This design comes from an exercise in tuning for small area, a short achievable clock period and few clock cycles per item on the open sky130 flow, not from production work. The RTL was checked by simulation tests, not by an equivalence proof against the original design. No activity file was given, so power comes from the tool's default toggle rates.

// running_mean_variance_stats
module running_mean_variance_stats (
    input  logic        aclk,
    input  logic        aresetn,
    input  logic        cfg_valid,
    output logic        cfg_ready,
    input  logic [47:0] cfg_data,
    input  logic        s_tvalid,
    output logic        s_tready,
    input  logic [31:0] s_tdata,    
    input  logic        s_tuser,    
    output logic        m_tvalid,
    input  logic        m_tready,
    output logic [119:0] m_tdata
);
Size in the first run: about 740 flip-flops, roughly 210 I/O pins, about 51000 µm² of cells after synthesis.
export LEC_CHECK = 0
export CAP_MARGIN = 20
export CORE_MARGIN = 2
export CORE_UTILIZATION = 40
export CTS_BUF_LIST = sky130_fd_sc_hd__clkbuf_16
export CTS_CLUSTER_DIAMETER = 100
export CTS_CLUSTER_SIZE = 28
export SETUP_SLACK_MARGIN = 5
export SLEW_MARGIN = 20
create_clock -name core_clock -period 10.0 [get_ports {aclk}]
run.sh (not shown) runs the stock make flow with config.mk's settings and CLKGATE_MAP_FILE= SYNTH_SCRIPT=/design/flow/synth_recipe.tcl, a recipe that flattens the netlist after the stock synthesis.
Testbench counts at the start, summed over its fixed seeds: cycles 48,282, items 2,048.
Next try:
--- a/flow/config.mk
+++ b/flow/config.mk
@@ -11,4 +11,4 @@
 export CTS_BUF_LIST = sky130_fd_sc_hd__clkbuf_16
-export CTS_CLUSTER_DIAMETER = 100
-export CTS_CLUSTER_SIZE = 28
+export CTS_CLUSTER_DIAMETER = 60
+export CTS_CLUSTER_SIZE = 24
 export SETUP_SLACK_MARGIN = 5
What happened:
- register-to-register slack is better by 50 ps
- total power climbs by 8.6%
- design area climbs by 2.6%
- setup slack is better by 46 ps
- non-clock buffer count drops by 9
- routed wire length climbs by 0.37%
- cell count climbs by 0.99%
- fmax climbs by 0.96%
- clock power climbs by 60%
- flip-flop and latch count does not change
Next try:
==> flow/flow/run.sh (new file) <==
#!/bin/bash
set -euo pipefail
bash standard.sh SETUP_SLACK_MARGIN=5.5 finish > standard.log 2>&1
==> flow/standard.sh (new file) <==
#!/bin/bash
# synth_recipe.tcl (not shown) runs the flow's synth.tcl, then flattens the netlist and writes it again
# the make line also repeats each setting of config.mk as NAME=value (left out here)
make -C /OpenROAD-flow-scripts/flow DESIGN_CONFIG=/design/flow/config.mk WORK_HOME=/design/flow/orfs CLKGATE_MAP_FILE= SYNTH_SCRIPT=/design/flow/synth_recipe.tcl "${@:-finish}"
--- a/flow/config.mk
+++ b/flow/config.mk
@@ -10,6 +10,2 @@
 export CORE_UTILIZATION = 40
-export CTS_BUF_LIST = sky130_fd_sc_hd__clkbuf_16
-export CTS_CLUSTER_DIAMETER = 60
-export CTS_CLUSTER_SIZE = 24
-export SETUP_SLACK_MARGIN = 5
 export SLEW_MARGIN = 20
removed: flow/run.sh
The new run ran to the end with no violations.
Total power goes up by a few percent.
Synthesized area does not change.
Worst setup slack is better by 120 ps.
Sequential share of layout area falls by 1.4 points.
Routed wire length rose by a few percent.
Next try:
==> flow/run.sh (new file) <==
#!/bin/bash
# synth_recipe.tcl (not shown) runs the flow's synth.tcl, then flattens the netlist and writes it again
# the make line also repeats each setting of config.mk as NAME=value (left out here)
make -C /OpenROAD-flow-scripts/flow DESIGN_CONFIG=/design/flow/config.mk WORK_HOME=/design/flow/orfs CLKGATE_MAP_FILE= SYNTH_SCRIPT=/design/flow/synth_recipe.tcl finish
--- a/flow/config.mk
+++ b/flow/config.mk
@@ -10,2 +10,5 @@
 export CORE_UTILIZATION = 40
+export CTS_BUF_LIST = sky130_fd_sc_hd__clkbuf_8
+export CTS_CLUSTER_SIZE = 24
+export SETUP_SLACK_MARGIN = 5
 export SLEW_MARGIN = 20
removed: flow/flow/run.sh
removed: flow/standard.sh
Global-route usage is lower by 0.71 points.
Wire length is lower by 5.2%.
Worst setup slack got worse by 140 ps.
Sequential share of layout area is higher by 1.5 points.
Area after synthesis is unchanged.
Synthesized cell count stays the same.
Next try:
--- a/flow/config.mk
+++ b/flow/config.mk
@@ -10,4 +10,5 @@
 export CORE_UTILIZATION = 40
-export CTS_BUF_LIST = sky130_fd_sc_hd__clkbuf_8
-export CTS_CLUSTER_SIZE = 24
+export CTS_BUF_LIST = sky130_fd_sc_hd__clkbuf_16
+export CTS_CLUSTER_DIAMETER = 100
+export CTS_CLUSTER_SIZE = 20
 export SETUP_SLACK_MARGIN = 5
Outcome: Cell count decreases by 2.2%. Routed wire length decreases by 1.5%. Utilization decreases by 1.0 points. Total power decreases by 5.7%. Design area decreases by 2.2%. Area after synthesis is unchanged. Die area is unchanged.

* * *

The RTL this note starts from:
==> flow/design.v <==
package rmvs_pkg;
    localparam int FRAC_BITS = 16;
    localparam int CNT_W     = 32;
    localparam int VAL_W     = 32;
    localparam int SQ_W      = 64;
    localparam int BUSY_W    = 48;
    localparam int UTIL_W    = 17;
    localparam logic MODE_SAMPLE = 1'b0;
    localparam logic MODE_BUSY   = 1'b1;
endpackage
module running_mean_variance_stats (
    input  logic        aclk,
    input  logic        aresetn,
    input  logic        cfg_valid,
    output logic        cfg_ready,
    input  logic [47:0] cfg_data,
    input  logic        s_tvalid,
    output logic        s_tready,
    input  logic [31:0] s_tdata,    
    input  logic        s_tuser,    
    output logic        m_tvalid,
    input  logic        m_tready,
    output logic [119:0] m_tdata
);
    logic [31:0] n_reg, mean_reg;
    logic [63:0] s_reg;
    logic [47:0] busy_reg, total_reg;
    logic [31:0] sd_reg;           
    logic [16:0] util_reg;
    logic        pend_reg;         
    logic        stale_reg;        
    logic        xv_reg, xm_reg;
    logic [31:0] x_reg;
    logic        f_busy, f_neg, f_dbit, f_qbit, f_util;
    logic [5:0]  f_cnt;
    logic [31:0] f_rem, f_nq, f_d1;
    logic [63:0] f_acc;
    logic        r_busy, r_kz;
    logic [4:0]  r_cnt;
    logic [31:0] r_k;
    logic [63:0] r_rem, r_q;
    logic        u_run, u_done, u_isbusy, u_bit, u_tz;
    logic [4:0]  u_cnt;
    logic [47:0] u_rem;
    logic [16:0] u_q;
    logic        p_v, p_busy;      
    logic        h_v, h_busy;      
    logic [16:0] h_val;
    logic s_fire, c_fire, m_fire;
    assign s_tready  = !xv_reg;
    assign cfg_ready = !xv_reg && !u_run && !p_v;
    assign m_tvalid  = pend_reg && !r_busy;
    assign m_tdata   = {7'd0, util_reg, sd_reg, mean_reg, n_reg};
    assign s_fire = s_tvalid && s_tready;
    assign c_fire = cfg_valid && cfg_ready;
    assign m_fire = m_tvalid && m_tready;
    logic n_max;                   
    logic u_start;
    assign u_start = p_v && !u_run && !u_done;
    logic need_u;
    assign need_u = xm_reg || stale_reg;
    logic disp;
    assign disp = xv_reg && !f_busy && (!need_u || !p_v);
    logic [32:0] xm_diff;
    logic [31:0] mx_diff, d1_new;
    assign xm_diff = {1'b0, x_reg} - {1'b0, mean_reg};
    assign mx_diff = mean_reg - x_reg;
    assign d1_new  = xm_diff[32] ? mx_diff : xm_diff[31:0];
    logic [48:0] b_sum;
    logic [47:0] b_new;
    assign b_sum = {1'b0, busy_reg} + {17'd0, x_reg};
    assign b_new = b_sum[48] ? 48'hFFFF_FFFF_FFFF : b_sum[47:0];
    logic [32:0] f_sh;
    logic [34:0] f_dsum;
    logic [33:0] f_diff;
    logic        f_ge;
    assign f_sh   = {f_rem, f_nq[31]};
    assign f_dsum = {1'b0, f_sh, 1'b1} + {2'b11, ~n_reg, n_max};
    assign f_diff = f_dsum[34:1];
    assign f_ge   = !f_diff[33];
    logic [63:0] f_acc2, f_hor;
    assign f_acc2 = {f_acc[62:0], 1'b0};
    logic        f_sub;
    logic [63:0] f_add;
    assign f_sub = f_qbit && !f_dbit;
    assign f_add = (f_dbit ^ f_qbit) ? ({32'd0, f_d1} ^ {64{f_sub}}) : 64'd0;
    logic [64:0] f_hsum;
    assign f_hsum = {f_acc2, 1'b1} + {f_add, f_sub};
    assign f_hor  = f_hsum[64:1];
    logic [65:0] s_ca, s_cb, s_cc, s_cs, s_cy;
    logic [66:0] s_sum;
    logic [63:0] s_new;
    assign s_ca  = {2'b00, s_reg};
    assign s_cb  = {1'b0, f_acc2[63:0], 1'b0} >> 1;
    assign s_cc  = {{2{f_add[63]}}, f_add};
    assign s_cs  = s_ca ^ s_cb ^ s_cc;
    assign s_cy  = (s_ca & s_cb) | (s_ca & s_cc) | (s_cb & s_cc);
    assign s_sum = {s_cs, f_sub} + {s_cy[64:0], 1'b0, f_sub};
    assign s_new = s_sum[65] ? 64'hFFFF_FFFF_FFFF_FFFF : s_sum[64:1];
    logic [32:0] m_sum;
    logic [31:0] mean_new, n_new, k_new;
    assign m_sum    = {mean_reg, 1'b1} + {f_nq ^ {32{f_neg}}, f_neg};
    assign mean_new = m_sum[32:1];
    assign n_new    = n_max ? n_reg : n_reg + 32'd1;
    assign k_new    = n_max ? 32'hFFFF_FFFE : n_reg;
    logic f_fin;
    assign f_fin = f_busy && f_cnt[5];    
    logic commit_s;
    assign commit_s = f_fin && !pend_reg && !(h_v && h_busy) &&
                      !((u_run || u_done) && u_isbusy) && !(p_v && p_busy) &&
                      !(f_util && !h_v);
    logic commit_b;
    assign commit_b = h_v && h_busy && !pend_reg;
    logic h_pop;
    assign h_pop = commit_b || (commit_s && f_util);
    logic h_load;
    assign h_load = u_done && (!h_v || h_pop);
    logic [65:0] r_r4;
    logic [66:0] r_diff, r_ca, r_cb, r_cc, r_cs, r_cy;
    logic        r_b;
    assign r_r4   = {r_rem, s_reg[63:62]};
    assign r_ca   = {1'b0, r_r4};
    assign r_cb   = ~{1'b0, r_q, 2'b00};
    assign r_cc   = ~{35'd0, r_k};
    assign r_cs   = r_ca ^ r_cb ^ r_cc;
    assign r_cy   = (r_ca & r_cb) | (r_ca & r_cc) | (r_cb & r_cc);
    logic [67:0] r_dsum;
    assign r_dsum = {r_cs, 1'b1} + {r_cy[65:0], 1'b1, 1'b1};
    assign r_diff = r_dsum[67:1];
    assign r_b    = !r_diff[66] && !r_kz;
    logic [63:0] r_q2, r_qk;
    assign r_q2 = {r_q[62:0], 1'b0};
    assign r_qk = r_q2 + {32'd0, r_k};
    logic [48:0] u_sh;
    logic [49:0] u_diff;
    logic        u_ge;
    assign u_sh   = {u_rem, u_bit};
    assign u_diff = {1'b0, u_sh} - {2'b0, total_reg};
    assign u_ge   = !u_diff[49];
    logic [16:0] u_val;
    assign u_val = u_tz ? 17'd0 : (u_q[16] ? 17'h10000 : {1'b0, u_q[15:0]});
    always_ff @(posedge aclk) begin
        if (!aresetn) begin
            n_reg     <= '0;
            n_max     <= 1'b0;
            mean_reg  <= '0;
            s_reg     <= '0;
            busy_reg  <= '0;
            total_reg <= '0;
            sd_reg    <= '0;
            util_reg  <= '0;
            pend_reg  <= 1'b0;
            stale_reg <= 1'b0;
            xv_reg    <= 1'b0;
            f_busy    <= 1'b0;
            r_busy    <= 1'b0;
            u_run     <= 1'b0;
            u_done    <= 1'b0;
            h_v       <= 1'b0;
            p_v       <= 1'b0;
        end else begin
            if (s_fire) begin
                xv_reg <= 1'b1;
                x_reg  <= s_tdata;
                xm_reg <= s_tuser;
            end else if (disp) begin
                xv_reg <= 1'b0;
            end
            if (c_fire) begin
                total_reg <= cfg_data;
                stale_reg <= 1'b1;
            end else if (disp && need_u) begin
                stale_reg <= 1'b0;
            end
            if (disp) begin
                if (need_u) begin
                    p_v    <= 1'b1;
                    p_busy <= xm_reg;
                end
                if (xm_reg) begin
                    busy_reg <= b_new;
                end else begin
                    f_busy <= 1'b1;
                    f_util <= stale_reg;
                    f_cnt  <= 6'd0;
                    f_neg  <= xm_diff[32];
                    f_d1   <= d1_new;
                    f_nq   <= d1_new;
                    f_rem  <= '0;
                    f_acc  <= '0;
                    f_dbit <= 1'b0;
                    f_qbit <= 1'b0;
                end
            end
            if (f_busy && !f_cnt[5]) begin
                f_rem  <= f_ge ? f_diff[31:0] : f_sh[31:0];
                f_nq   <= {f_nq[30:0], f_ge};
                f_dbit <= f_nq[31];
                f_qbit <= f_ge;
                f_acc  <= f_hor;
                f_cnt  <= f_cnt + 6'd1;
            end
            if (u_start) begin
                p_v      <= 1'b0;
                u_run    <= 1'b1;
                u_isbusy <= p_busy;
                u_cnt    <= 5'd0;
                u_tz     <= (total_reg == 48'd0);
                u_rem    <= {1'b0, busy_reg[47:1]};
                u_bit    <= busy_reg[0];
            end
            if (u_run) begin
                u_rem <= u_ge ? u_diff[47:0] : u_sh[47:0];
                u_bit <= 1'b0;
                u_q   <= {u_q[15:0], u_ge};
                u_cnt <= u_cnt + 5'd1;
                if (u_cnt == 5'd16) begin
                    u_run  <= 1'b0;
                    u_done <= 1'b1;
                end
            end
            if (r_busy) begin
                r_rem  <= r_b ? r_diff[63:0] : r_r4[63:0];
                r_q    <= r_b ? r_qk : r_q2;
                sd_reg <= {sd_reg[30:0], r_b};
                s_reg  <= {s_reg[61:0], s_reg[63:62]};
                r_cnt  <= r_cnt + 5'd1;
                if (r_cnt == 5'd31) r_busy <= 1'b0;
            end
            if (h_load) begin
                h_v    <= 1'b1;
                h_busy <= u_isbusy;
                h_val  <= u_val;
                u_done <= 1'b0;
            end else if (h_pop) begin
                h_v    <= 1'b0;
            end
            if (commit_s) begin
                f_busy   <= 1'b0;
                n_reg    <= n_new;
                n_max    <= n_max || (n_reg == 32'hFFFF_FFFE);
                mean_reg <= mean_new;
                s_reg    <= s_new;
                pend_reg <= 1'b1;
                r_busy   <= 1'b1;
                r_cnt    <= 5'd0;
                r_k      <= k_new;
                r_kz     <= n_reg == 32'd0;
                r_rem    <= '0;
                r_q      <= '0;
                if (f_util) util_reg <= h_val;
            end else if (commit_b) begin
                util_reg <= h_val;
                pend_reg <= 1'b1;
            end else if (m_fire) begin
                pend_reg <= 1'b0;
            end
        end
    end
endmodule
==> flow/config.mk <==
export PLATFORM = sky130hd
export DESIGN_NAME = running_mean_variance_stats
export DESIGN_NICKNAME = running_mean_variance_stats
export VERILOG_FILES = /design/flow/design.v
export SDC_FILE = /design/flow/constraint.sdc
export NUM_CORES = 4
export LEC_CHECK = 0
export CAP_MARGIN = 20
export CORE_MARGIN = 2
export CORE_UTILIZATION = 40
export SLEW_MARGIN = 20
==> flow/constraint.sdc <==
create_clock -name core_clock -period 10.0 [get_ports {aclk}]
set_input_delay 2.0000 -clock core_clock [delete_from_list [all_inputs] [get_ports {aclk}]]
set_output_delay 2.0000 -clock core_clock [all_outputs]
set_load 0.01 [all_outputs]
standard.sh (not shown) runs the stock make flow with config.mk's settings and CLKGATE_MAP_FILE= SYNTH_SCRIPT=/design/flow/synth_recipe.tcl, a recipe that flattens the netlist after the stock synthesis.
==> flow/flow/run.sh <==
#!/bin/bash
set -euo pipefail
bash standard.sh SETUP_SLACK_MARGIN=6.5 finish > standard.log 2>&1
Testbench counts at the start, summed over its fixed seeds: cycles 50,536, items 2,048.
Rerun with:
==> flow/run.sh (new file) <==
#!/bin/bash
# synth_recipe.tcl (not shown) runs the flow's synth.tcl, then flattens the netlist and writes it again
# the make line also repeats each setting of config.mk as NAME=value (left out here)
make -C /OpenROAD-flow-scripts/flow DESIGN_CONFIG=/design/flow/config.mk WORK_HOME=/design/flow/orfs CLKGATE_MAP_FILE= SYNTH_SCRIPT=/design/flow/synth_recipe.tcl finish
--- a/flow/config.mk
+++ b/flow/config.mk
@@ -10,2 +10,3 @@
 export CORE_UTILIZATION = 40
+export SETUP_SLACK_MARGIN = 5
 export SLEW_MARGIN = 20
removed: flow/flow/run.sh
removed: flow/standard.sh
Effect: Setup slack got worse by 0.15 ns; routed wire length fell by 11%; die area stays the same; first-iteration DRC count fell by 0.96%; clock skew fell by 0.0072 ns; combinational power fell by 24%; sequential cell count is unchanged.

* * *

running_mean_variance_stats with an RTL version that a note above also has.
Size in the first run: ~740 flip-flops, about 210 I/O pins, ~51000 µm² of cells after synthesis.
Settings: LEC_CHECK=0, CAP_MARGIN=20, CORE_MARGIN=2, CORE_UTILIZATION=40, CTS_BUF_LIST=sky130_fd_sc_hd__clkbuf_16, CTS_CLUSTER_DIAMETER=100, CTS_CLUSTER_SIZE=24, PLACE_DENSITY=0.75, SETUP_SLACK_MARGIN=5, SLEW_MARGIN=20; clock period 10.0 ns.
run.sh (not shown) runs the stock make flow with config.mk's settings and CLKGATE_MAP_FILE= SYNTH_SCRIPT=/design/flow/synth_recipe.tcl, a recipe that flattens the netlist after the stock synthesis.
Stock flow here: none of the scripts above is used.
Testbench counts at the start, summed over its fixed seeds: cycles 48,282, items 2,048.
==> next run, changes <==
--- a/flow/config.mk
+++ b/flow/config.mk
@@ -6,5 +6,5 @@
 export NUM_CORES = 4
 export LEC_CHECK = 0
-export CAP_MARGIN = 20
+export CAP_MARGIN = 10
 export CORE_MARGIN = 2
 export CORE_UTILIZATION = 40
@@ -12,5 +12,4 @@
 export CTS_CLUSTER_DIAMETER = 100
 export CTS_CLUSTER_SIZE = 24
-export PLACE_DENSITY = 0.75
 export SETUP_SLACK_MARGIN = 5
-export SLEW_MARGIN = 20
+export SLEW_MARGIN = 10
Outcome: Total power falls by 0.32%; clock-buffer cell count rises by 1; hold slack hardly moves; synthesized area stays the same; sequential cell count is unchanged; worst setup slack degrades by 27 ps; sequential power hardly moves.
==> next run, changes <==
==> flow/config.mk (replaced) <==
export PLATFORM = sky130hd
export DESIGN_NAME = running_mean_variance_stats
export DESIGN_NICKNAME = running_mean_variance_stats
export VERILOG_FILES = /design/flow/design.v
export SDC_FILE = /design/flow/constraint.sdc
export NUM_CORES = 4
export LEC_CHECK = 0
export CAP_MARGIN = 20
export CORE_MARGIN = 2
export CORE_UTILIZATION = 40
export SETUP_SLACK_MARGIN = 5
export SLEW_MARGIN = 20
The new run completed without violations.
Area after synthesis is unchanged.
Register-to-register slack improves by 50 ps.
Design area grows by 2.8%.
Worst setup slack improves by 54 ps.
Fmax grows by 1.1%.
Sequential power stays flat.
First-iteration DRC count shrinks by 1.6%.
Sequential cell count does not change.

==> what the ideal ports hide <==
The results above use ideal ports. As a check the final layouts listed here were re-extracted and re-timed, cells and wires unchanged.
Step 1 (the two cells are an assumption about what drives the block):
set clk [get_ports {aclk}]
set_driving_cell -lib_cell sky130_fd_sc_hd__clkbuf_16 $clk
set_driving_cell -lib_cell sky130_fd_sc_hd__buf_2 [delete_from_list [all_inputs] $clk]
Step 2 times the ports against the registers' clock, not the clock port: input delays grow and output delays shrink by t, the midpoint of the rising clock arrivals with the driver on.
Slacks: no drivers / after step 1 / after step 2; pairs: no drivers / after step 1.
| run | t, ns | slack for setup (ns) | latest minus earliest clock arrival (ns) |
|---|---|---|---|
| the first run of note 1 | 0.728 | 5.099 / 5.099 / 4.876 | 0.072 / 0.071 |
| the second run of note 1 | 0.774 | 5.145 / 5.145 / 4.867 | 0.056 / 0.056 |
| the third run of note 1 | 0.777 | 5.262 / 5.262 / 4.987 | 0.027 / 0.026 |
| the fourth run of note 1 | 0.917 | 5.122 / 5.122 / 4.883 | 0.039 / 0.039 |
| the fifth run of note 1 | 0.740 | 5.118 / 5.118 / 4.887 | 0.043 / 0.043 |
| the first run of note 2 | 0.782 | 5.280 / 5.280 / 5.280 | 0.041 / 0.041 |
| the second run of note 2 | 0.790 | 5.130 / 5.130 / 5.042 | 0.032 / 0.031 |
| the first run of note 3 | 0.732 | 5.078 / 5.078 / 5.007 | 0.046 / 0.046 |
| the second run of note 3 | 0.733 | 5.051 / 5.051 / 4.877 | 0.052 / 0.052 |
| the third run of note 3 | 0.788 | 5.105 / 5.105 / 4.866 | 0.053 / 0.053 |
After both steps setup and hold are still met in every run listed. For the second run of note 1, which loses most, drivers alone change the setup slack by 0.000 ns; drivers and shift together by -0.278 ns.
